Background: an optimization exercise with open tools, aiming at small area, a short achievable clock period and few clock cycles per item. Do not read the settings as production practice.
At most, simulation tests tie the RTL to the original design; equivalence was not proved.
For runs 2 and 3, only the layout was checked, not whether the RTL still works.
Power is estimated from default activity; no workload was simulated.

File: config.mk
export PLATFORM = sky130hd
export DESIGN_NAME = ahbm_dma
export DESIGN_NICKNAME = ahbm_dma
export VERILOG_FILES = /design/flow/design.v
export SDC_FILE = /design/flow/constraint.sdc
export NUM_CORES = 4
export LEC_CHECK = 0
export CAP_MARGIN = 20
export CORE_MARGIN = 2
export CORE_UTILIZATION = 40
export SETUP_SLACK_MARGIN = 1.0
export SLEW_MARGIN = 20
export SYNTH_HIERARCHICAL = 1
export SYNTH_MINIMUM_KEEP_SIZE = 0
File: constraint.sdc
create_clock -name core_clock -period 3.5 [get_ports {hclk}]
set_input_delay 0.7000 -clock core_clock [delete_from_list [all_inputs] [get_ports {hclk}]]
set_output_delay 0.7000 -clock core_clock [all_outputs]
set_load 0.01 [all_outputs]
File: design.v
`default_nettype none
package ahbm_pkg;
   localparam int HADDR_W    = 32;
   localparam int HDATA_W    = 32;
   localparam int BUF_IDX_W  = 6;     
   localparam int BUF_DEPTH  = 64;
   localparam int BEAT_CNT_W = 4;     
   localparam logic [1:0] IDLE   = 2'b00;
   localparam logic [1:0] NONSEQ = 2'b10;
   localparam logic [1:0] SEQ    = 2'b11;
   localparam logic [2:0] WORD   = 3'b010;
endpackage
`default_nettype wire
`timescale 1ns/1ps
`default_nettype none
module ahbm_aoi22 (
   input  wire  a1,
   input  wire  a2,
   input  wire  b1,
   input  wire  b2,
   output wire  y
);
   assign y = ~((a1 & a2) | (b1 & b2));
endmodule
module ahbm_nand4 (
   input  wire  a,
   input  wire  b,
   input  wire  c,
   input  wire  d,
   output wire  y
);
   assign y = ~(a & b & c & d);
endmodule
module ahbm_rd_bit (
   input  wire [63:0]  d_i,
   input  wire [7:0]   lo_i,      
   input  wire [7:0]   hi_i,      
   output wire         q_o
);
   wire [31:0] g_n;
   wire [7:0]  g;
   wire [3:0]  f_n;
   for (genvar k = 0; k < 32; k++) begin : g_aoi
      assign g_n[k] = ~((d_i[2*k] & lo_i[(2*k)%8]) | (d_i[2*k+1] & lo_i[(2*k+1)%8]));
   end
   for (genvar k = 0; k < 8; k++) begin : g_nand
      assign g[k] = ~(g_n[4*k] & g_n[4*k+1] & g_n[4*k+2] & g_n[4*k+3]);
   end
   for (genvar k = 0; k < 4; k++) begin : f_aoi
      assign f_n[k] = ~((g[2*k] & hi_i[2*k]) | (g[2*k+1] & hi_i[2*k+1]));
   end
   assign q_o = ~(f_n[0] & f_n[1] & f_n[2] & f_n[3]);
endmodule
module ahbm_word_buffer (
   input  wire                             hclk,
   input  wire                             wr_en_i,
   input  wire [ahbm_pkg::BUF_IDX_W-1:0]   wr_idx_i,
   input  wire [ahbm_pkg::HDATA_W-1:0]     wr_data_i,
   input  wire [ahbm_pkg::BUF_IDX_W-1:0]   rd_idx_i,
   output logic [ahbm_pkg::HDATA_W-1:0]    rd_data_o
);
   logic [ahbm_pkg::HDATA_W-1:0]   mem [ahbm_pkg::BUF_DEPTH];
   logic [7:0]                     wr_hi, wr_lo, rd_hi, rd_lo;
   assign wr_hi = 8'b1 << wr_idx_i[5:3];
   assign wr_lo = 8'b1 << wr_idx_i[2:0];
   assign rd_hi = 8'b1 << rd_idx_i[5:3];
   assign rd_lo = 8'b1 << rd_idx_i[2:0];
   always_ff @(posedge hclk) begin
      for (int i = 0; i < ahbm_pkg::BUF_DEPTH; i++) begin
         if (wr_en_i && wr_hi[i/8] && wr_lo[i%8]) mem[i] <= wr_data_i;
      end
   end
   for (genvar b = 0; b < ahbm_pkg::HDATA_W; b++) begin : g_rd
      logic [63:0] col;
      for (genvar i = 0; i < ahbm_pkg::BUF_DEPTH; i++) begin : g_col
         assign col[i] = mem[i][b];
      end
      ahbm_rd_bit u_rd (.d_i(col), .lo_i(rd_lo), .hi_i(rd_hi), .q_o(rd_data_o[b]));
   end
endmodule
`default_nettype wire
`timescale 1ns/1ps
`default_nettype none
module ahbm_data_phase (
   input  wire                                hclk,
   input  wire                                hreset,
   input  wire                                cmd_accept_i,
   output logic                               busy_o,
   input  wire [1:0]                          htrans_i,
   input  wire                                hwrite_i,
   input  wire                                last_i,
   input  wire [ahbm_pkg::BUF_IDX_W-1:0]      idx_i,        
   input  wire                                hready_i,
   input  wire [ahbm_pkg::HDATA_W-1:0]        hrdata_i,
   output logic [ahbm_pkg::HDATA_W-1:0]       hwdata_o,
   output logic                               buf_wr_en_o,
   output logic [ahbm_pkg::BUF_IDX_W-1:0]     buf_wr_idx_o,
   output logic [ahbm_pkg::HDATA_W-1:0]       buf_wr_data_o,
   input  wire [ahbm_pkg::HDATA_W-1:0]        buf_rd_data_i
);
   logic                            dp_valid;
   logic                            dp_write;
   logic                            dp_last;
   logic [ahbm_pkg::BUF_IDX_W-1:0]  dp_idx;
   logic                            dp_done;
   assign dp_done = dp_valid && hready_i;
   assign buf_wr_en_o   = dp_done && !dp_write;
   assign buf_wr_idx_o  = dp_idx;
   assign buf_wr_data_o = hrdata_i;
   always_ff @(posedge hclk) begin
      if (!hreset) begin
         dp_valid    <= 1'b0;
         busy_o      <= 1'b0;
      end else begin
         if (hready_i) dp_valid <= htrans_i[1];
         if (cmd_accept_i)           busy_o <= 1'b1;
         else if (dp_done && dp_last) busy_o <= 1'b0;
      end
   end
   always_ff @(posedge hclk) begin
      if (hready_i) begin
         dp_write <= hwrite_i;
         dp_last  <= last_i;
         dp_idx   <= idx_i;
      end
      if (htrans_i[1] && hwrite_i && hready_i) hwdata_o <= buf_rd_data_i;
   end
endmodule
`default_nettype wire
`timescale 1ns/1ps
`default_nettype none
module ahbm_sequencer (
   input  wire                                hclk,
   input  wire                                hreset,
   input  wire                                cmd_valid_i,
   input  wire                                cmd_write_i,
   input  wire [2:0]                          cmd_burst_i,
   input  wire [ahbm_pkg::HADDR_W-1:0]        cmd_addr_i,
   input  wire                                busy_i,
   input  wire                                hgrant_i,
   output logic                               hbusreq_o,
   input  wire                                hready_i,
   output logic [1:0]                         htrans_o,
   output logic                               hwrite_o,
   output logic [2:0]                         hburst_o,
   output logic [ahbm_pkg::HADDR_W-1:0]       haddr_o,
   output logic                               last_o       
);
   logic                               own_q;         
   logic                               own;           
   logic                               cmd_accept;
   logic                               beat_accept;
   logic [ahbm_pkg::BEAT_CNT_W-1:0]    beats_left;    
   function automatic logic [ahbm_pkg::BEAT_CNT_W-1:0] burst_left(input logic [2:0] burst);
      case (burst)
         3'b011:  burst_left = 4'd3;      
         3'b101:  burst_left = 4'd7;      
         3'b111:  burst_left = 4'd15;     
         default: burst_left = 4'd0;      
      endcase
   endfunction
   assign own         = hready_i ? hgrant_i : own_q;
   assign cmd_accept  = cmd_valid_i && !busy_i;
   assign beat_accept = htrans_o[1] && hready_i;
   assign last_o      = (beats_left == '0);
   always_ff @(posedge hclk) begin
      if (!hreset) own_q <= hready_i && hgrant_i;
      else         own_q <= own;
   end
   always_ff @(posedge hclk) begin
      if (cmd_accept) begin
         hwrite_o   <= cmd_write_i;
         hburst_o   <= cmd_burst_i;
         haddr_o    <= cmd_addr_i;
         beats_left <= burst_left(cmd_burst_i);
      end else if (beat_accept && !last_o) begin
         haddr_o    <= haddr_o + ahbm_pkg::HADDR_W'(4);
         beats_left <= beats_left - 1'b1;
      end
   end
   always_ff @(posedge hclk) begin
      if (!hreset) begin
         hbusreq_o <= 1'b0;
         htrans_o  <= ahbm_pkg::IDLE;
      end else if (cmd_accept) begin
         hbusreq_o <= !own;
         htrans_o  <= own ? ahbm_pkg::NONSEQ : ahbm_pkg::IDLE;
      end else if (hbusreq_o) begin
         if (own) begin
            hbusreq_o <= 1'b0;
            htrans_o  <= ahbm_pkg::NONSEQ;
         end
      end else if (beat_accept) begin
         htrans_o  <= last_o ? ahbm_pkg::IDLE : ahbm_pkg::SEQ;
      end
   end
endmodule
`default_nettype wire
`timescale 1ns/1ps
`default_nettype none
module ahbm_top (
   input  wire          hclk,
   input  wire          hreset,
   input  wire          cmd_write_i,
   input  wire [2:0]    cmd_burst_i,
   input  wire [31:0]   cmd_addr_i,
   input  wire          cmd_valid_i,
   output logic         busy_o,
   input  wire          hgrant_i,
   output logic         hbusreq_o,
   output logic [1:0]   htrans_o,
   output logic         hwrite_o,
   output logic [2:0]   hsize_o,
   output logic [2:0]   hburst_o,
   output logic [31:0]  haddr_o,
   input  wire          hready_i,
   output logic [31:0]  hwdata_o,
   input  wire [31:0]   hrdata_i
);
   logic                             last;
   logic                             buf_wr_en;
   logic [ahbm_pkg::BUF_IDX_W-1:0]   buf_wr_idx;
   logic [ahbm_pkg::HDATA_W-1:0]     buf_wr_data;
   logic [ahbm_pkg::HDATA_W-1:0]     buf_rd_data;
   assign hsize_o = ahbm_pkg::WORD;
   ahbm_sequencer sequencer_inst (
      .hclk        (hclk),
      .hreset      (hreset),
      .cmd_valid_i (cmd_valid_i),
      .cmd_write_i (cmd_write_i),
      .cmd_burst_i (cmd_burst_i),
      .cmd_addr_i  (cmd_addr_i),
      .busy_i      (busy_o),
      .hgrant_i    (hgrant_i),
      .hbusreq_o   (hbusreq_o),
      .hready_i    (hready_i),
      .htrans_o    (htrans_o),
      .hwrite_o    (hwrite_o),
      .hburst_o    (hburst_o),
      .haddr_o     (haddr_o),
      .last_o      (last)
   );
   ahbm_data_phase data_phase_inst (
      .hclk          (hclk),
      .hreset        (hreset),
      .cmd_accept_i  (cmd_valid_i && !busy_o),
      .busy_o        (busy_o),
      .htrans_i      (htrans_o),
      .hwrite_i      (hwrite_o),
      .last_i        (last),
      .idx_i         (haddr_o[ahbm_pkg::BUF_IDX_W+1:2]),
      .hready_i      (hready_i),
      .hrdata_i      (hrdata_i),
      .hwdata_o      (hwdata_o),
      .buf_wr_en_o   (buf_wr_en),
      .buf_wr_idx_o  (buf_wr_idx),
      .buf_wr_data_o (buf_wr_data),
      .buf_rd_data_i (buf_rd_data)
   );
   ahbm_word_buffer word_buffer_inst (
      .hclk      (hclk),
      .wr_en_i   (buf_wr_en),
      .wr_idx_i  (buf_wr_idx),
      .wr_data_i (buf_wr_data),
      .rd_idx_i  (haddr_o[ahbm_pkg::BUF_IDX_W+1:2]),
      .rd_data_o (buf_rd_data)
   );
endmodule
`default_nettype wire
`timescale 1ns/1ps
`default_nettype none
module ahbm_dma (
   input  wire          hclk,
   input  wire          hreset,         
   input  wire          cmd_write_i,
   input  wire [2:0]    cmd_burst_i,
   input  wire [31:0]   cmd_addr_i,
   input  wire          cmd_valid_i,
   output wire          busy_o,
   input  wire          hgrant_i,
   output wire          hbusreq_o,
   output wire [1:0]    htrans_o,
   output wire          hwrite_o,
   output wire [2:0]    hsize_o,
   output wire [2:0]    hburst_o,
   output wire [31:0]   haddr_o,
   input  wire          hready_i,
   input  wire [1:0]    hresp_i,
   output wire [31:0]   hwdata_o,
   input  wire [31:0]   hrdata_i
);
   ahbm_top ahbm_top_inst (
      .hclk        (hclk),
      .hreset      (hreset),
      .cmd_write_i (cmd_write_i),
      .cmd_burst_i (cmd_burst_i),
      .cmd_addr_i  (cmd_addr_i),
      .cmd_valid_i (cmd_valid_i),
      .busy_o      (busy_o),
      .hgrant_i    (hgrant_i),
      .hbusreq_o   (hbusreq_o),
      .htrans_o    (htrans_o),
      .hwrite_o    (hwrite_o),
      .hsize_o     (hsize_o),
      .hburst_o    (hburst_o),
      .haddr_o     (haddr_o),
      .hready_i    (hready_i),
      .hwdata_o    (hwdata_o),
      .hrdata_i    (hrdata_i)
   );
endmodule
`default_nettype wire
File: run.sh
#!/bin/bash
# synth_recipe.tcl (not shown) runs the flow's synth.tcl, then flattens the netlist and writes it again
# the make line also repeats each setting of config.mk as NAME=value (left out here)
make -C /OpenROAD-flow-scripts/flow DESIGN_CONFIG=/design/flow/config.mk WORK_HOME=/design/flow/orfs CLKGATE_MAP_FILE= SYNTH_SCRIPT=/design/flow/synth_recipe.tcl finish
==> results of run 1 <==
-- per-layer routing --
metal / global-route usage (%) / share of wire [%] / up-vias / wire, microns
met2: 35.3 / 47 / 2438 / 108000
met1: 30.6 / 40 / 23481 / 91900
met3: 5.09 / 10 / 367 / 23200
li1: - / - / 18557 / -
met4: 6.79 / 3.0 / 6 / 6900
met5: 0 / 0.015 / - / 34
-- per-module statistics from Yosys (local to each module, per instance), excerpt --
| module | cells inside | area [sq um] |
|---|---|---|
| ahbm_top | 6 | 43.8 |
| ahbm_sequencer | 230 | 2360 |
| ahbm_word_buffer | 2161 | 62100 |
| ahbm_rd_bit | 53 | 413 |
| ahbm_data_phase | 82 | 1530 |
-- sequential cells by signal, indices dropped and copies added, names as in the netlist, 2 cells and up --
| register | flops |
|---|---|
| ahbm_top_inst.word_buffer_inst.mem | 2048 |
| ahbm_top_inst.data_phase_inst.hwdata_o | 32 |
| ahbm_top_inst.sequencer_inst.haddr_o | 32 |
| ahbm_top_inst.data_phase_inst.dp_idx | 6 |
| ahbm_top_inst.sequencer_inst.beats_left | 4 |
| ahbm_top_inst.sequencer_inst.hburst_o | 3 |
| ahbm_top_inst.sequencer_inst.htrans_o | 2 |
-- final timing paths --
path | slack (ns) | to
max | 0.79 | ahbm_top_inst.data_phase_inst.hwdata_o[5]$_DFFE_PP_
min | 0.30 | ahbm_top_inst.word_buffer_inst.mem[15][29]$_DFFE_PP_
max reg2reg | 0.79 | ahbm_top_inst.data_phase_inst.hwdata_o[5]$_DFFE_PP_
min reg2reg | 0.48 | ahbm_top_inst.data_phase_inst.busy_o$_SDFFE_PN0P_
-- logic make-up after synthesis --
| family | Yosys count | synth area share, % |
|---|---|---|
| AO/OA/AOI/OAI | 1194 | 11.2 |
| XOR/XNOR | 30 | 0.332 |
| adder cells (fa/ha/maj) | 2 | 0.0316 |
| AND/OR/NAND/NOR | 490 | 3.61 |
| flip-flops | 2134 | 80.8 |
| multiplexers | 1 | 0.0126 |
| buffers and inverters | 322 | 4.00 |
| other | 2 | 0.00948 |
-- stage by stage --
step / total power (uW) / util (%) / std cells
2_1_floorplan: 31500 / - / 4176
3_3_place_gp: 33000 / 43.1 / 6958
3_5_place_dp: 33000 / 43.2 / 6960
4_1_cts: 53800 / 46.9 / 7398
5_1_grt: 55100 / 47.1 / 7411
6_report: 53700 / 47.1 / 7412
-- final cells by class --
type                            count  area, sq um
Multi-Input combinational cell   1723        13100
Antenna cell                        2         5.00
Timing Repair Buffer              543         6220
Fill cell                       16414       104000
Sequential cell                  2134        64000
Tap cell                         2640         3300
Clock inverter                    109          897
Inverter                            7         26.3
Clock buffer                      254         5230
-- placed cells by master (no fill, tap or decap), types with 7 or more instances in the layout --
cell type,instances
nand2_1,45
bufinv_16,10
buf_2,7
dlygate4sd2_1,59
bufbuf_16,7
clkinv_1,57
xor2_1,18
buf_12,121
nor2_1,11
clkbuf_16,203
a22oi_2,83
o21ai_0,22
xnor2_1,12
a21oi_1,7
clkdlybuf4s50_1,50
buf_4,268
clkinv_2,24
buf_6,20
clkbuf_1,53
buf_16,8
edfxtp_1,2128
a22oi_1,1069
nand4_1,302
nand3_1,8
o21ai_1,7
nor2_4,66
-- power groups by stage --
stage,registers [uW],logic [uW],clock network (uW)
finish,28300,4740,20600
global route,28300,5000,21800
CTS,28300,4620,20800
detailed placement,28900,4140,0
global placement,28900,4100,0
floorplan,28900,2590,0
-- what timing repair did --
item,4_1_cts,5_1_grt
pin swaps,40,24
gates cloned,13,2
endpoints found under the setup margin,217,35
endpoints found under the hold margin,0,0
resized for setup,165,32
setup buffers,62,10
==> run notes, run 1 <==
* 0.154 ns — Place WS
* buf_12 — most frequent cell on the critical path
* 0 — global route total overflow
* 18.2% — share of post-route cells with drive strength above 1
* reg2reg — classification of the worst setup path
* 126 mm — HPWL after DPL
* 38.4% — clock network power share
* edfxtp_1 81%, a22oi_1 11%, buf_6 3.2%, nand4_1 2.4%, buf_4 0.64% — top cells by area in the synthesized netlist
* 65 — pin count of the biggest net entering global routing
* 23.2% — Net Sw Frac
* edfxtp_1 — cell with the most instances after synthesis
* 85000 sq um — DP Area
* flop — Worst setup EP type
* 2.71 ns — final critical-path required period
* 2134 — Synth Register Bits
* 0 — hold-fix buffers at CTS
* 10 — CP Depth
* 324 mm — global-route wire length before repair
* buf_12 > buf_6 > nor3b_4 > buf_12 > buf_12 > buf_4 > a22oi_1 > nand4_1 > a22oi_1 > nand4_1 — critical path cell sequence
* nor3b_4 — slowest library cell on the worst path
* 1.13 ns — measured slew at the worst slew-check pin
* buffers and inverters — Largest delay share family, worst path
* 3 — CTS Buffer Depth
* 0.0519 ns — Clock Skew
* flop — launching element type of the critical path
* 0.000404 V — peak supply drop
* 2128 x edfxtp_1, 1152 x a22oi_1, 302 x nand4_1 — Post-synth top cells
* 43851 — via count of the first global-routing pass
* 27 — Critical Path Fanout Max
* 4.18 ns — worst endpoint required time
* ahbm_top_inst.sequencer_inst.haddr_o[4]$_DFFE_PP_ — worst setup path startpoint
* 44849 — vias after detailed routing
* 0 — hold violation total from the final report
* 0.06 ns — clock-pin slew of the registers on the worst-case setup and hold paths
* 0 — endpoints failing setup
* 230 mm — Final Routed Wirelength
* 77.4% — post-route clock period utilization
* 3.39 ns — Crit path arrival time
* 0.86 ns — later-pin clock latency in the skew report
* 0.58 ns — Slowest Stage Delay on Critical Path
* 1 — Hold Path Stages
* 4 — total number of H-tree levels
* clkbuf_16 — library cell used as clock root buffer
* 163 — Placement Rows
* in2reg — hold crit path type
* 92800 sq um — post-route cell area
* 10 — path depth of the worst reg2reg path
* 150 — number of primary I/O pins
* 0 — number of nets with antenna violations after routing
* 0.296 ns — worst-case hold slack
* 17.1% — Area growth syn-to-layout
* edfxtp_1 — dominant synthesized flop cell
* 6 — router iterations before antenna repair
* 449 microns — Die H
* complete, no violations — result of the run
* 201 — number of clock buffers inserted by TritonCTS
* 5 — combined buffer and inverter count along the critical path
* 41200 uW — Internal Pwr Total
* 31.0 microns — drt wl/cell
* 144 — Port-buffer cells
* 52.7% — fraction of power consumed by sequential logic
* edfxtp_1 — post-synth top area cell
* 2134 — clock tree sinks
* 0.789 ns — worst setup slack after layout
* ahbm_top_inst.sequencer_inst.haddr_o[4]$_DFFE_PP_ — reg-to-reg critical path startpoint
* 12400 uW — switching power
* 2128 — EDFF count, synth
* 19.0 sq um — average footprint of a synthesized cell
* 0 — post-route DRC violation count
* hrdata_i[29] — beginning of the worst hold path
* 79200 sq um — Mapped Area
* 0.0284 uW — P_leak
* 578 nW/um^2 — cell area power density
* 45 — count of cell types in the netlist
* 369 MHz — highest achievable clock rate
* 80.7% — proportion of netlist area held by the largest area contributor
* 0.811 — Final Wtd Congestion
* 80.8% — share of the yosys chip area belonging to registers
* 9 — antenna violations before repair
* 0 — Max Transition Viols Final
* 0% — fraction of registers with async set or reset after synthesis
* 10 — warning count from the yosys run
* 202000 sq um — Die Outline Area
* yes — TritonCTS clock tree
* yes — unrepaired setup endpoints after global routing
* 0 — max capacitance violation total
* 22.3% — gr usage total
* 8.8% — combinational share of power
* 449 microns — die width
* 197000 sq um — floorplan core area
* 40.2% — initial core utilization
* 5709 — count of routing violations after the opening detailed-route iteration
* 4175 — Post-Synthesis Cells
* 4687 — Nets
* 0 ns — final total negative setup slack
* 6.05 — via density per instance
* 24.6% — Max-Slew Margin vs Limit
Testbench counts, summed over its fixed seeds: cycles 30,663, beats 17,256.
==> run 2: changes to the inputs <==
--- a/design.v
+++ b/design.v
@@ -56,15 +56,14 @@
    input  wire                             wr_en_i,
    input  wire [ahbm_pkg::BUF_IDX_W-1:0]   wr_idx_i,
    input  wire [ahbm_pkg::HDATA_W-1:0]     wr_data_i,
-   input  wire [ahbm_pkg::BUF_IDX_W-1:0]   rd_idx_i,
+   input  wire [7:0]                       rd_lo_i,    
+   input  wire [7:0]                       rd_hi_i,    
    output logic [ahbm_pkg::HDATA_W-1:0]    rd_data_o
 );
    logic [ahbm_pkg::HDATA_W-1:0]   mem [ahbm_pkg::BUF_DEPTH];
-   logic [7:0]                     wr_hi, wr_lo, rd_hi, rd_lo;
+   logic [7:0]                     wr_hi, wr_lo;
    assign wr_hi = 8'b1 << wr_idx_i[5:3];
    assign wr_lo = 8'b1 << wr_idx_i[2:0];
-   assign rd_hi = 8'b1 << rd_idx_i[5:3];
-   assign rd_lo = 8'b1 << rd_idx_i[2:0];
    always_ff @(posedge hclk) begin
       for (int i = 0; i < ahbm_pkg::BUF_DEPTH; i++) begin
          if (wr_en_i && wr_hi[i/8] && wr_lo[i%8]) mem[i] <= wr_data_i;
@@ -75,7 +74,7 @@
       for (genvar i = 0; i < ahbm_pkg::BUF_DEPTH; i++) begin : g_col
          assign col[i] = mem[i][b];
       end
-      ahbm_rd_bit u_rd (.d_i(col), .lo_i(rd_lo), .hi_i(rd_hi), .q_o(rd_data_o[b]));
+      ahbm_rd_bit u_rd (.d_i(col), .lo_i(rd_lo_i), .hi_i(rd_hi_i), .q_o(rd_data_o[b]));
    end
 endmodule
 `default_nettype wire
@@ -144,7 +143,9 @@
    output logic                               hwrite_o,
    output logic [2:0]                         hburst_o,
    output logic [ahbm_pkg::HADDR_W-1:0]       haddr_o,
-   output logic                               last_o       
+   output logic                               last_o,      
+   output logic [7:0]                         idx_lo_o,    
+   output logic [7:0]                         idx_hi_o     
 );
    logic                               own_q;         
    logic                               own;           
@@ -173,9 +174,13 @@
          hburst_o   <= cmd_burst_i;
          haddr_o    <= cmd_addr_i;
          beats_left <= burst_left(cmd_burst_i);
+         idx_lo_o   <= 8'b1 << cmd_addr_i[4:2];
+         idx_hi_o   <= 8'b1 << cmd_addr_i[7:5];
       end else if (beat_accept && !last_o) begin
          haddr_o    <= haddr_o + ahbm_pkg::HADDR_W'(4);
          beats_left <= beats_left - 1'b1;
+         idx_lo_o   <= {idx_lo_o[6:0], idx_lo_o[7]};
+         if (idx_lo_o[7]) idx_hi_o <= {idx_hi_o[6:0], idx_hi_o[7]};
       end
    end
    always_ff @(posedge hclk) begin
@@ -218,6 +223,7 @@
    input  wire [31:0]   hrdata_i
 );
    logic                             last;
+   logic [7:0]                       idx_lo, idx_hi;
    logic                             buf_wr_en;
    logic [ahbm_pkg::BUF_IDX_W-1:0]   buf_wr_idx;
    logic [ahbm_pkg::HDATA_W-1:0]     buf_wr_data;
@@ -238,7 +244,9 @@
       .hwrite_o    (hwrite_o),
       .hburst_o    (hburst_o),
       .haddr_o     (haddr_o),
-      .last_o      (last)
+      .last_o      (last),
+      .idx_lo_o    (idx_lo),
+      .idx_hi_o    (idx_hi)
    );
    ahbm_data_phase data_phase_inst (
       .hclk          (hclk),
@@ -262,7 +270,8 @@
       .wr_en_i   (buf_wr_en),
       .wr_idx_i  (buf_wr_idx),
       .wr_data_i (buf_wr_data),
-      .rd_idx_i  (haddr_o[ahbm_pkg::BUF_IDX_W+1:2]),
+      .rd_lo_i   (idx_lo),
+      .rd_hi_i   (idx_hi),
       .rd_data_o (buf_rd_data)
    );
 endmodule
--- a/config.mk
+++ b/config.mk
@@ -8,6 +8,8 @@
 export CAP_MARGIN = 20
 export CORE_MARGIN = 2
 export CORE_UTILIZATION = 40
+export CTS_BUF_LIST = sky130_fd_sc_hd__clkbuf_8 sky130_fd_sc_hd__clkbuf_16
+export CTS_CLUSTER_SIZE = 30
 export SETUP_SLACK_MARGIN = 1.0
 export SLEW_MARGIN = 20
 export SYNTH_HIERARCHICAL = 1
==> run notes, run 2 <==
* 5 — path depth of the worst reg2reg path, was 10
* flop — launching element type of the critical path, unchanged
* complete, no violations — result of the run, unchanged
* 28.9 microns — drt wl/cell, was 31.0 microns
* edfxtp_1 81%, a22oi_1 11%, buf_6 3.2%, nand4_1 2.4%, buf_4 0.63% — top cells by area in the synthesized netlist, was edfxtp_1 81%, a22oi_1 11%, buf_6 3.2%, nand4_1 2.4%, buf_4 0.64%
* ahbm_top_inst.word_buffer_inst.mem (2048), ahbm_top_inst.data_phase_inst.hwdata_o (32), ahbm_top_inst.sequencer_inst.haddr_o (32) — registers with the highest flip-flop counts, unchanged
* edfxtp_1 — dominant synthesized flop cell, unchanged
* 0 — Max Transition Viols Final, unchanged
* 5.93 — via density per instance, was 6.05
* 122 mm — HPWL after DPL, was 126 mm
* 2150 — clock tree sinks, was 2134
* 206 — number of clock buffers inserted by TritonCTS, was 201
* 144 — Port-buffer cells, unchanged
* 3.98 ns — worst endpoint required time, was 4.18 ns
* 62 — Critical Path Fanout Max, was 27
* 451 microns — die width, was 449 microns
* ahbm_top_inst.sequencer_inst.idx_lo_o[1]$_DFFE_PP_ — worst setup path startpoint, was ahbm_top_inst.sequencer_inst.haddr_o[4]$_DFFE_PP_
* 0.911 ns — worst setup slack after layout, was 0.789 ns
* 451 microns — Die H, was 449 microns
* edfxtp_1 — cell with the most instances after synthesis, unchanged
* flop — Worst setup EP type, unchanged
* 0.283 ns — Place WS, was 0.154 ns
* 0.803 — Final Wtd Congestion, was 0.811
* yes — TritonCTS clock tree, unchanged
* 1.21 ns — measured slew at the worst slew-check pin, was 1.13 ns
* 4 — total number of H-tree levels, unchanged
* hrdata_i[18] — beginning of the worst hold path, was hrdata_i[29]
* 79900 sq um — Mapped Area, was 79200 sq um
* yes — unrepaired setup endpoints after global routing, unchanged
* 10 — warning count from the yosys run, unchanged
* 2.59 ns — final critical-path required period, was 2.71 ns
* edfxtp_1 — leading cell type in the layout, fill and taps excluded, unchanged
* 80.6% — proportion of netlist area held by the largest area contributor, was 80.7%
* compound AO/OA/AOI/OAI gates — Largest delay share family, worst path, was buffers and inverters
* 20.5% — gr usage total, was 22.3%
* 7.0% — combinational share of power, was 8.8%
* 2144 — EDFF count, synth, was 2128
* 0 — number of nets with antenna violations after routing, unchanged
* 0 ns — final total negative setup slack, unchanged
* 5330 — count of routing violations after the opening detailed-route iteration, was 5709
* 203000 sq um — Die Outline Area, was 202000 sq um
* in2reg — hold crit path type, unchanged
* 22.7% — Net Sw Frac, was 23.2%
* clkbuf_16 > a22oi_1 > nand4_1 > a22oi_1 > nand4_1 — critical path cell sequence, was buf_12 > buf_6 > nor3b_4 > buf_12 > buf_12 > buf_4 > a22oi_1 > nand4_1 > a22oi_1 > nand4_1
* 8 — antenna violations before repair, was 9
* edfxtp_1 — post-synth top area cell, unchanged
* 150 — number of primary I/O pins, unchanged
* 386 MHz — highest achievable clock rate, was 369 MHz
* 4227 — Post-Synthesis Cells, was 4175
* clkbuf_16 — library cell used as clock root buffer, unchanged
* 42261 — via count of the first global-routing pass, was 43851
* 2144 x edfxtp_1, 1152 x a22oi_1, 302 x nand4_1 — Post-synth top cells, was 2128 x edfxtp_1, 1152 x a22oi_1, 302 x nand4_1
* 39.8% — clock network power share, was 38.4%
* 52 — count of cell types in the netlist, was 45
* 5 — router iterations before antenna repair, was 6
* ahbm_top_inst.sequencer_inst.idx_lo_o[1]$_DFFE_PP_ — reg-to-reg critical path startpoint, was ahbm_top_inst.sequencer_inst.haddr_o[4]$_DFFE_PP_
* 0.06 ns — clock-pin slew of the registers on the worst-case setup and hold paths, about the same
* 2150 — Synth Register Bits, was 2134
* 0.91 ns — R2R setup slack, was 0.79 ns
* 3 — CTS Buffer Depth, unchanged
* 4637 — Nets, was 4687
* 19.1% — Max-Slew Margin vs Limit, was 24.6%
* ahbm_top_inst.word_buffer_inst.mem[13][18]$_DFFE_PP_ — Hold Crit Endpoint, was ahbm_top_inst.word_buffer_inst.mem[15][29]$_DFFE_PP_
* 0 — max capacitance violation total, unchanged
* 0.0287 uW — P_leak, was 0.0284 uW
* 43791 — vias after detailed routing, was 44849
* 0 — global route total overflow, unchanged
* 585 nW/um^2 — cell area power density, was 578 nW/um^2
* 14.9% — share of post-route cells with drive strength above 1, was 18.2%
* 0% — fraction of registers with async set or reset after synthesis, unchanged
* 0.50 ns — Slowest Stage Delay on Critical Path, was 0.58 ns
* 2048 — number of flip-flops in the largest register, unchanged
* 74.0% — post-route clock period utilization, was 77.4%
* 53.3% — fraction of power consumed by sequential logic, was 52.7%
* 18.9 sq um — average footprint of a synthesized cell, was 19.0 sq um
* 0 — hold violation total from the final report, unchanged
* ahbm_top_inst.word_buffer_inst.mem — Reg with most FFs, unchanged
* 0.85 ns — later-pin clock latency in the skew report, was 0.86 ns
* ahbm_top_inst.data_phase_inst.hwdata_o[30]$_DFFE_PP_ — reg-to-reg endpoint, was ahbm_top_inst.data_phase_inst.hwdata_o[5]$_DFFE_PP_
* 0.0415 ns — Clock Skew, was 0.0519 ns
* reg2reg — classification of the worst setup path, unchanged
* 80.7% — share of the yosys chip area belonging to registers, was 80.8%
* 0.000583 V — peak supply drop, was 0.000404 V
* 1 — combined buffer and inverter count along the critical path, was 5
* 214 mm — Final Routed Wirelength, was 230 mm
* 0 — post-route DRC violation count, unchanged
* 12200 uW — switching power, was 12400 uW
* 3.07 ns — Crit path arrival time, was 3.39 ns
* 0 — endpoints failing setup, unchanged
* 40.1% — initial core utilization, was 40.2%
* 125 — pin count of the biggest net entering global routing, was 65
* 14.6% — Area growth syn-to-layout, was 17.1%
* 41400 uW — Internal Pwr Total, was 41200 uW
* 304 mm — global-route wire length before repair, was 324 mm
* 1 — Hold Path Stages, unchanged
* 164 — Placement Rows, was 163
* edfxtp_1 — slowest library cell on the worst path, was nor3b_4
* 199000 sq um — floorplan core area, was 197000 sq um
* 2144 x edfxtp_1, 1137 x a22oi_1, 302 x nand4_1, 243 x buf_4, 212 x clkbuf_16 — leading cell types in the layout, fill and taps excluded, was 2128 x edfxtp_1, 1069 x a22oi_1, 302 x nand4_1, 268 x buf_4, 203 x clkbuf_16
run 2: cell types whose count changed in the layout (fill, tap and decap cells not counted), sizes merged, moves of 14 or more:
cell	delta
a31oi	+14
buf	-92
clkbuf	-44
edfxtp	+16
inv	+44
nand2	-15
run 2: worst register-to-register path, cell delays in order (launching register included):
cell,delay (ns)
edfxtp_1,0.50
clkbuf_16,0.28
a22oi_1,0.48
nand4_1,0.14
a22oi_1,0.46
nand4_1,0.37
run 2: Yosys stat by module (local to each module, per instance), a selection:
module	flip-flops and latches	cell area, sq um	cells	copies in the design
ahbm_data_phase	42	1530	82	1
ahbm_rd_bit	0	413	53	32
ahbm_sequencer	60	3160	300	1
ahbm_top	0	43.8	6	1
ahbm_word_buffer	2048	62000	2143	1
run 2: what timing repair did:
action                                  in CTS  in global routing
setup buffers                               30                  5
pin swaps                                    2                 11
cloned                                       1                  1
gates resized for setup                     59                 22
endpoints found under the setup margin      70                 24
hold buffers                                 0                  0
run 2: final cells by class:
type / count / area [sq um]
Antenna cell: 1 / 2.50
Clock buffer: 211 / 5280
Clock inverter: 170 / 1190
Fill cell: 16830 / 107000
Inverter: 9 / 33.8
Multi-Input combinational cell: 1747 / 12800
Sequential cell: 2150 / 64500
Tap cell: 2656 / 3320
Timing Repair Buffer: 446 / 4450
run 2: cells by family (layout without fill, tap and decap cells):
kind of cell | Yosys count | in the layout | share of synthesized area (%)
and+or+nand+nor | 499 | 499 | 3.63
DFF | 2150 | 2150 | 80.7
xor gates and xnor gates | 15 | 15 | 0.164
other | 2 | 4 | 0.00940
AOI/OAI and AO/OA | 1227 | 1227 | 11.4
buffers and inverters | 331 | 836 | 4.01
adders and majority gates | 2 | 2 | 0.0313
muxes | 1 | 1 | 0.0125
run 2: how the worst max path moves through the flow:
stage,slack [ns],depth (start not counted),endpoint
floorplan,0.48,6,ahbm_top_inst.word_buffer_inst.mem[10][0]$_DFFE_PP_
global placement,0.28,7,ahbm_top_inst.word_buffer_inst.mem[3][25]$_DFFE_PP_
detailed placement,0.28,7,ahbm_top_inst.word_buffer_inst.mem[1][20]$_DFFE_PP_
CTS,0.91,1,haddr_o[10]
global route,0.92,6,ahbm_top_inst.data_phase_inst.hwdata_o[4]$_DFFE_PP_
finish,0.91,5,ahbm_top_inst.data_phase_inst.hwdata_o[30]$_DFFE_PP_
run 2: through the flow:
stage | cell area (sq um) | total power, uW | hold slack, ns | instances | utilization (%)
2_1_floorplan | 80200 | 31400 | 0.452 | 4228 | -
3_3_place_gp | 84700 | 32600 | 0.511 | 6971 | 42.5
3_5_place_dp | 84700 | 32700 | 0.479 | 6971 | 42.5
4_1_cts | 91400 | 53800 | 0.246 | 7383 | 45.9
5_1_grt | 91600 | 55000 | 0.289 | 7389 | 46.0
6_report | 91600 | 53500 | 0.304 | 7390 | 46.0
run 2: power by group through the flow:
stage	clock, uW	sequential (uW)	combinational (uW)
floorplan	0	29200	2180
global placement	0	29100	3530
detailed placement	0	29100	3580
CTS	21600	28500	3670
global route	22600	28500	3960
finish	21300	28500	3740
run 2: per-layer routing:
layer	global-route usage (%)	vias to the layer above	share of wire, %
li1	-	18610	-
met1	29.5	22901	43
met2	32.0	1973	47
met3	4.06	297	8.6
met4	5.03	10	2.0
met5	0	-	0.029
==> run 3: changes to the inputs <==
--- a/design.v
+++ b/design.v
@@ -13,68 +13,28 @@
 `default_nettype wire
 `timescale 1ns/1ps
 `default_nettype none
-module ahbm_aoi22 (
-   input  wire  a1,
-   input  wire  a2,
-   input  wire  b1,
-   input  wire  b2,
-   output wire  y
-);
-   assign y = ~((a1 & a2) | (b1 & b2));
-endmodule
-module ahbm_nand4 (
-   input  wire  a,
-   input  wire  b,
-   input  wire  c,
-   input  wire  d,
-   output wire  y
-);
-   assign y = ~(a & b & c & d);
-endmodule
-module ahbm_rd_bit (
-   input  wire [63:0]  d_i,
-   input  wire [7:0]   lo_i,      
-   input  wire [7:0]   hi_i,      
-   output wire         q_o
-);
-   wire [31:0] g_n;
-   wire [7:0]  g;
-   wire [3:0]  f_n;
-   for (genvar k = 0; k < 32; k++) begin : g_aoi
-      assign g_n[k] = ~((d_i[2*k] & lo_i[(2*k)%8]) | (d_i[2*k+1] & lo_i[(2*k+1)%8]));
-   end
-   for (genvar k = 0; k < 8; k++) begin : g_nand
-      assign g[k] = ~(g_n[4*k] & g_n[4*k+1] & g_n[4*k+2] & g_n[4*k+3]);
-   end
-   for (genvar k = 0; k < 4; k++) begin : f_aoi
-      assign f_n[k] = ~((g[2*k] & hi_i[2*k]) | (g[2*k+1] & hi_i[2*k+1]));
-   end
-   assign q_o = ~(f_n[0] & f_n[1] & f_n[2] & f_n[3]);
-endmodule
 module ahbm_word_buffer (
    input  wire                             hclk,
    input  wire                             wr_en_i,
    input  wire [ahbm_pkg::BUF_IDX_W-1:0]   wr_idx_i,
    input  wire [ahbm_pkg::HDATA_W-1:0]     wr_data_i,
-   input  wire [7:0]                       rd_lo_i,    
-   input  wire [7:0]                       rd_hi_i,    
+   input  wire [ahbm_pkg::BUF_IDX_W-1:0]   rd_idx_i,
    output logic [ahbm_pkg::HDATA_W-1:0]    rd_data_o
 );
-   logic [ahbm_pkg::HDATA_W-1:0]   mem [ahbm_pkg::BUF_DEPTH];
-   logic [7:0]                     wr_hi, wr_lo;
-   assign wr_hi = 8'b1 << wr_idx_i[5:3];
-   assign wr_lo = 8'b1 << wr_idx_i[2:0];
-   always_ff @(posedge hclk) begin
+   logic [ahbm_pkg::HDATA_W-1:0] mem [ahbm_pkg::BUF_DEPTH];
+   always_ff @(posedge hclk) begin
+      if (wr_en_i) begin
+         mem[wr_idx_i] <= wr_data_i;
+      end
+   end
+   logic [ahbm_pkg::BUF_DEPTH-1:0] rd_sel;
+   always_comb begin
+      rd_sel = '0;
+      rd_sel[rd_idx_i] = 1'b1;
+      rd_data_o = '0;
       for (int i = 0; i < ahbm_pkg::BUF_DEPTH; i++) begin
-         if (wr_en_i && wr_hi[i/8] && wr_lo[i%8]) mem[i] <= wr_data_i;
-      end
-   end
-   for (genvar b = 0; b < ahbm_pkg::HDATA_W; b++) begin : g_rd
-      logic [63:0] col;
-      for (genvar i = 0; i < ahbm_pkg::BUF_DEPTH; i++) begin : g_col
-         assign col[i] = mem[i][b];
-      end
-      ahbm_rd_bit u_rd (.d_i(col), .lo_i(rd_lo_i), .hi_i(rd_hi_i), .q_o(rd_data_o[b]));
+         rd_data_o = rd_data_o | (mem[i] & {ahbm_pkg::HDATA_W{rd_sel[i]}});
+      end
    end
 endmodule
 `default_nettype wire
@@ -103,17 +63,16 @@
    logic [ahbm_pkg::BUF_IDX_W-1:0]  dp_idx;
    logic                            dp_done;
    assign dp_done = dp_valid && hready_i;
-   assign buf_wr_en_o   = dp_done && !dp_write;
-   assign buf_wr_idx_o  = dp_idx;
-   assign buf_wr_data_o = hrdata_i;
    always_ff @(posedge hclk) begin
       if (!hreset) begin
          dp_valid    <= 1'b0;
          busy_o      <= 1'b0;
+         buf_wr_en_o <= 1'b0;
       end else begin
          if (hready_i) dp_valid <= htrans_i[1];
          if (cmd_accept_i)           busy_o <= 1'b1;
          else if (dp_done && dp_last) busy_o <= 1'b0;
+         buf_wr_en_o <= dp_done && !dp_write;
       end
    end
    always_ff @(posedge hclk) begin
@@ -122,6 +81,8 @@
          dp_last  <= last_i;
          dp_idx   <= idx_i;
       end
+      buf_wr_idx_o  <= dp_idx;
+      buf_wr_data_o <= hrdata_i;
       if (htrans_i[1] && hwrite_i && hready_i) hwdata_o <= buf_rd_data_i;
    end
 endmodule
@@ -143,9 +104,7 @@
    output logic                               hwrite_o,
    output logic [2:0]                         hburst_o,
    output logic [ahbm_pkg::HADDR_W-1:0]       haddr_o,
-   output logic                               last_o,      
-   output logic [7:0]                         idx_lo_o,    
-   output logic [7:0]                         idx_hi_o     
+   output logic                               last_o       
 );
    logic                               own_q;         
    logic                               own;           
@@ -174,13 +133,9 @@
          hburst_o   <= cmd_burst_i;
          haddr_o    <= cmd_addr_i;
          beats_left <= burst_left(cmd_burst_i);
-         idx_lo_o   <= 8'b1 << cmd_addr_i[4:2];
-         idx_hi_o   <= 8'b1 << cmd_addr_i[7:5];
       end else if (beat_accept && !last_o) begin
          haddr_o    <= haddr_o + ahbm_pkg::HADDR_W'(4);
          beats_left <= beats_left - 1'b1;
-         idx_lo_o   <= {idx_lo_o[6:0], idx_lo_o[7]};
-         if (idx_lo_o[7]) idx_hi_o <= {idx_hi_o[6:0], idx_hi_o[7]};
       end
    end
    always_ff @(posedge hclk) begin
@@ -223,7 +178,6 @@
    input  wire [31:0]   hrdata_i
 );
    logic                             last;
-   logic [7:0]                       idx_lo, idx_hi;
    logic                             buf_wr_en;
    logic [ahbm_pkg::BUF_IDX_W-1:0]   buf_wr_idx;
    logic [ahbm_pkg::HDATA_W-1:0]     buf_wr_data;
@@ -244,9 +198,7 @@
       .hwrite_o    (hwrite_o),
       .hburst_o    (hburst_o),
       .haddr_o     (haddr_o),
-      .last_o      (last),
-      .idx_lo_o    (idx_lo),
-      .idx_hi_o    (idx_hi)
+      .last_o      (last)
    );
    ahbm_data_phase data_phase_inst (
       .hclk          (hclk),
@@ -270,8 +222,7 @@
       .wr_en_i   (buf_wr_en),
       .wr_idx_i  (buf_wr_idx),
       .wr_data_i (buf_wr_data),
-      .rd_lo_i   (idx_lo),
-      .rd_hi_i   (idx_hi),
+      .rd_idx_i  (haddr_o[ahbm_pkg::BUF_IDX_W+1:2]),
       .rd_data_o (buf_rd_data)
    );
 endmodule
==> config.mk (replaced) <==
export PLATFORM = sky130hd
export DESIGN_NAME = ahbm_dma
export DESIGN_NICKNAME = ahbm_dma
export VERILOG_FILES = /design/flow/design.v
export SDC_FILE = /design/flow/constraint.sdc
export NUM_CORES = 4
export LEC_CHECK = 0
export CAP_MARGIN = 20
export CORE_MARGIN = 2
export CORE_UTILIZATION = 40
export SLEW_MARGIN = 20
==> run notes, run 3 <==
* complete, but fails checks — result of the run, was complete, no violations
* setup timing — layout check failures
* 64900 sq um — footprint of the flip-flops and latches, was 64500 sq um
* 4 — total number of H-tree levels, unchanged
* 203000 sq um — Die Outline Area, about the same
* edfxtp_1 — leading cell type in the layout, fill and taps excluded, unchanged
* 116% — post-route clock period utilization, was 74.0%
* 15950 — filler instances, was 16830
* 451 microns — Die H, about the same
* 246 MHz — highest achievable clock rate, was 386 MHz
* 40.0% — clock network power share, was 39.8%
* ahbm_top_inst.word_buffer_inst.mem — Reg with most FFs, unchanged
* 0 — Max Transition Viols Final, unchanged
* 7893 — Placed Instances, was 6971
* 0.06 ns — clock-pin slew of the registers on the worst-case setup and hold paths, about the same
* 29.3% — share of post-route cells with drive strength above 1, was 14.9%
* 50.8% — fraction of power consumed by sequential logic, was 53.3%
* 4.72 ns — Crit path arrival time, was 3.07 ns
* 38.7 microns — drt wl/cell, was 28.9 microns
* 2128 x edfxtp_1, 662 x buf_4, 549 x a22oi_1, 222 x clkbuf_16, 185 x buf_12 — leading cell types in the layout, fill and taps excluded, was 2144 x edfxtp_1, 1137 x a22oi_1, 302 x nand4_1, 243 x buf_4, 212 x clkbuf_16
* 50973 — via count of the first global-routing pass, was 42261
* clkbuf_16 — library cell used as clock root buffer, unchanged
* 207 mm — HPWL after DPL, was 122 mm
* 8389 — fin cells, was 7390
* 80.0% — proportion of netlist area held by the largest area contributor, was 80.6%
* yes — unrepaired setup endpoints after global routing, unchanged
* 17.8 sq um — average footprint of a synthesized cell, was 18.9 sq um
* 24.0% — Net Sw Frac, was 22.7%
* 5635 — Nets, was 4637
* 0.0334 uW — P_leak, was 0.0287 uW
* 54549 — vias after detailed routing, was 43791
* 3 — CTS Buffer Depth, unchanged
* 0.0736 ns — Clock Skew, was 0.0415 ns
* edfxtp_1 80%, a22oi_1 5.6%, a22o_1 1.5%, a221oi_1 1.3%, dfxtp_1 1.1% — top cells by area in the synthesized netlist, was edfxtp_1 81%, a22oi_1 11%, buf_6 3.2%, nand4_1 2.4%, buf_4 0.63%
* 0.961 — Final Wtd Congestion, was 0.803
* 0.90 ns — later-pin clock latency in the skew report, was 0.85 ns
* 216 — number of clock buffers inserted by TritonCTS, was 206
* -0.572 ns — worst setup slack after layout, was 0.911 ns
* 10132 — count of routing violations after the opening detailed-route iteration, was 5330
* 40.1% — initial core utilization, about the same
* 0 — post-route DRC violation count, unchanged
* 10 — Critical Path Fanout Max, was 62
* 31 — endpoints failing setup, was 0
* 85 — count of cell types in the netlist, was 52
* 164 — Placement Rows, unchanged
* 2128 — EDFF count, synth, was 2144
* 0.000488 V — peak supply drop, was 0.000583 V
* 6.50 — via density per instance, was 5.93
* 0 — number of nets with antenna violations after routing, unchanged
* 2173 — clock tree sinks, was 2150
* reg2reg — classification of the worst setup path, unchanged
* 2048 — number of flip-flops in the largest register, unchanged
* in2reg — hold crit path type, unchanged
* 0 — hold violation total from the final report, unchanged
* 3 — warning count from the yosys run, was 10
* edfxtp_1 — cell with the most instances after synthesis, unchanged
* 81.1% — share of the yosys chip area belonging to registers, was 80.7%
* 4.14 ns — worst endpoint required time, was 3.98 ns
* 43500 uW — Internal Pwr Total, was 41400 uW
* 2173 — Synth Register Bits, was 2150
* 12 — antenna violations before repair, was 8
* 93300 sq um — DP Area, was 84700 sq um
* 79900 sq um — Mapped Area, about the same
* 2128 x edfxtp_1, 601 x a22oi_1, 193 x nand2_1 — Post-synth top cells, was 2144 x edfxtp_1, 1152 x a22oi_1, 302 x nand4_1
* 29.1% — Area growth syn-to-layout, was 14.6%
* 21.5% — Max-Slew Margin vs Limit, was 19.1%
* 0% — fraction of registers with async set or reset after synthesis, unchanged
* edfxtp_1 — post-synth top area cell, unchanged
* 144 — Port-buffer cells, unchanged
* 150 — number of primary I/O pins, unchanged
* 4480 — Post-Synthesis Cells, was 4227
* flop — Worst setup EP type, unchanged
* 31.2% — gr usage total, was 20.5%
* 554 nW/um^2 — cell area power density, was 585 nW/um^2
* 199000 sq um — floorplan core area, unchanged
* -6.78 ns — final total negative setup slack, was 0 ns
* 325 mm — Final Routed Wirelength, was 214 mm
* 433 mm — global-route wire length before repair, was 304 mm
* 57200 uW — overall power after layout, was 53500 uW
* 103000 sq um — post-route cell area, was 91600 sq um
* 0 — max capacitance violation total, unchanged
* 13700 uW — switching power, was 12200 uW
* -1.10 ns — Place WS, was 0.283 ns
* yes — TritonCTS clock tree, unchanged
* flop — launching element type of the critical path, unchanged
* 451 microns — die width, about the same
* 0 — global route total overflow, unchanged
* edfxtp_1 — dominant synthesized flop cell, unchanged
* 0 — hold-fix buffers at CTS, unchanged
* 73 — pin count of the biggest net entering global routing, was 125
* 9 — router iterations before antenna repair, was 5
* 4.07 ns — final critical-path required period, was 2.59 ns
* 16600 sq um — Multi-input gate area, was 12800 sq um
* 1.17 ns — measured slew at the worst slew-check pin, was 1.21 ns
* 9.2% — combinational share of power, was 7.0%
-- run 3: worst paths after layout --
kind | startpoint | to | slack (ns) | cells past startpoint
setup / recovery | ahbm_top_inst.sequencer_inst.haddr_o[3]$_DFFE_PP_ | ahbm_top_inst.data_phase_inst.hwdata_o[18]$_DFFE_PP_ | -0.57 | 11
hold / removal | hrdata_i[2] | ahbm_top_inst.data_phase_inst.buf_wr_data_o[2]$_DFF_P_ | 0.25 | 1
setup reg to reg | ahbm_top_inst.sequencer_inst.haddr_o[3]$_DFFE_PP_ | ahbm_top_inst.data_phase_inst.hwdata_o[18]$_DFFE_PP_ | -0.57 | 11
hold reg to reg | ahbm_top_inst.data_phase_inst.dp_idx[4]$_DFFE_PP_ | ahbm_top_inst.data_phase_inst.buf_wr_idx_o[4]$_DFF_P_ | 0.34 | 0
-- run 3: area by class of cell --
| cell class | count | area share, % |
|---|---|---|
| multi-input cells | 2053 | 16.1 |
| clock buffers | 282 | 5.62 |
| inverters | 12 | 0.0485 |
| diodes | 1 | 0.00243 |
| well taps | 2656 | 3.22 |
| flip-flops and latches | 2173 | 62.9 |
| repair buffers | 1098 | 11.1 |
| clock inverters | 114 | 1.06 |
-- run 3: layer usage --
layer / GRT usage [%] / wire [microns] / vias up
met2: 46.4 / 140000 / 4935
met1: 41.7 / 112000 / 27639
li1: - / - / 20964
met4: 17.3 / 23000 / 18
met3: 8.19 / 48900 / 993
met5: 0 / 194 / -
-- run 3: cell families after synthesis --
kind of cell	Yosys count	share of synthesized area (%)
compound gates	1239	12.0
buf+inv	255	1.38
fa+ha+maj	6	0.0940
flops	2173	81.1
mux	27	0.345
other cells	2	0.00940
xor+xnor	34	0.382
simple gates	744	4.62
-- run 3: power groups by stage --
stage | Clock, uW | Sequential [uW] | Combinational, uW
floorplan | 0 | 29500 | 1540
global placement | 0 | 29600 | 4530
detailed placement | 0 | 29600 | 4570
CTS | 22800 | 29100 | 4830
global route | 23800 | 29100 | 5310
finish | 22900 | 29000 | 5270
-- run 3: what timing repair did --
| item | CTS | global route |
|---|---|---|
| gates resized for setup | 222 | 215 |
| buffers inserted | 54 | 50 |
| endpoints found under the setup margin | 32 | 32 |
| cloned | 0 | 2 |
| pin swaps | 67 | 118 |
-- run 3: worst max-delay path, stage by stage, from the launching register on --
cell,delay [ns]
edfxtp_1,0.44
buf_6,0.16
buf_12,0.13
or3_4,0.42
a31oi_4,0.27
nor3_2,0.08
buf_4,0.17
buf_4,0.17
a22oi_1,0.22
nand4_1,0.56
or4_4,0.76
or4_4,0.49
-- run 3: stage by stage --
stage | hold slack [ns] | util, %
detailed placement | 0.327 | 46.9
floorplan | 0.323 | -
global route | 0.233 | 51.8
finish | 0.245 | 51.8
CTS | 0.205 | 51.1
global placement | 0.329 | 46.9

afterwards: timing with drivers on the ports:
No port has a modelled driver above. Below, the same layouts with a new extraction and two added sets of constraints.
Step 1 (the two cells are an assumption about what drives the block):
set clk [get_ports {hclk}]
set_driving_cell -lib_cell sky130_fd_sc_hd__clkbuf_16 $clk
set_driving_cell -lib_cell sky130_fd_sc_hd__buf_2 [delete_from_list [all_inputs] $clk]
Step 2 moves the port delays by t, midway between the first and last clock arrival at a register: inputs arrive t later, outputs are due t later. That takes back most of the time a late clock gives input paths.
a / b / c = ideal ports / drivers / drivers and shift; a / b = the first two.
| run | t (ns) | slack for setup (ns) | pins driven straight from the clock port |
|---|---|---|---|
| run 1 | 0.919 | 0.789 / 0.789 / 0.213 | 1 |
| run 2 | 0.911 | 0.911 / 0.911 / 0.278 | 1 |
| run 3 | 0.955 | -0.572 / -0.572 / -0.572 | 1 |
For run 2, which loses most, drivers alone change the setup slack by 0.000 ns; drivers and shift together by -0.633 ns.
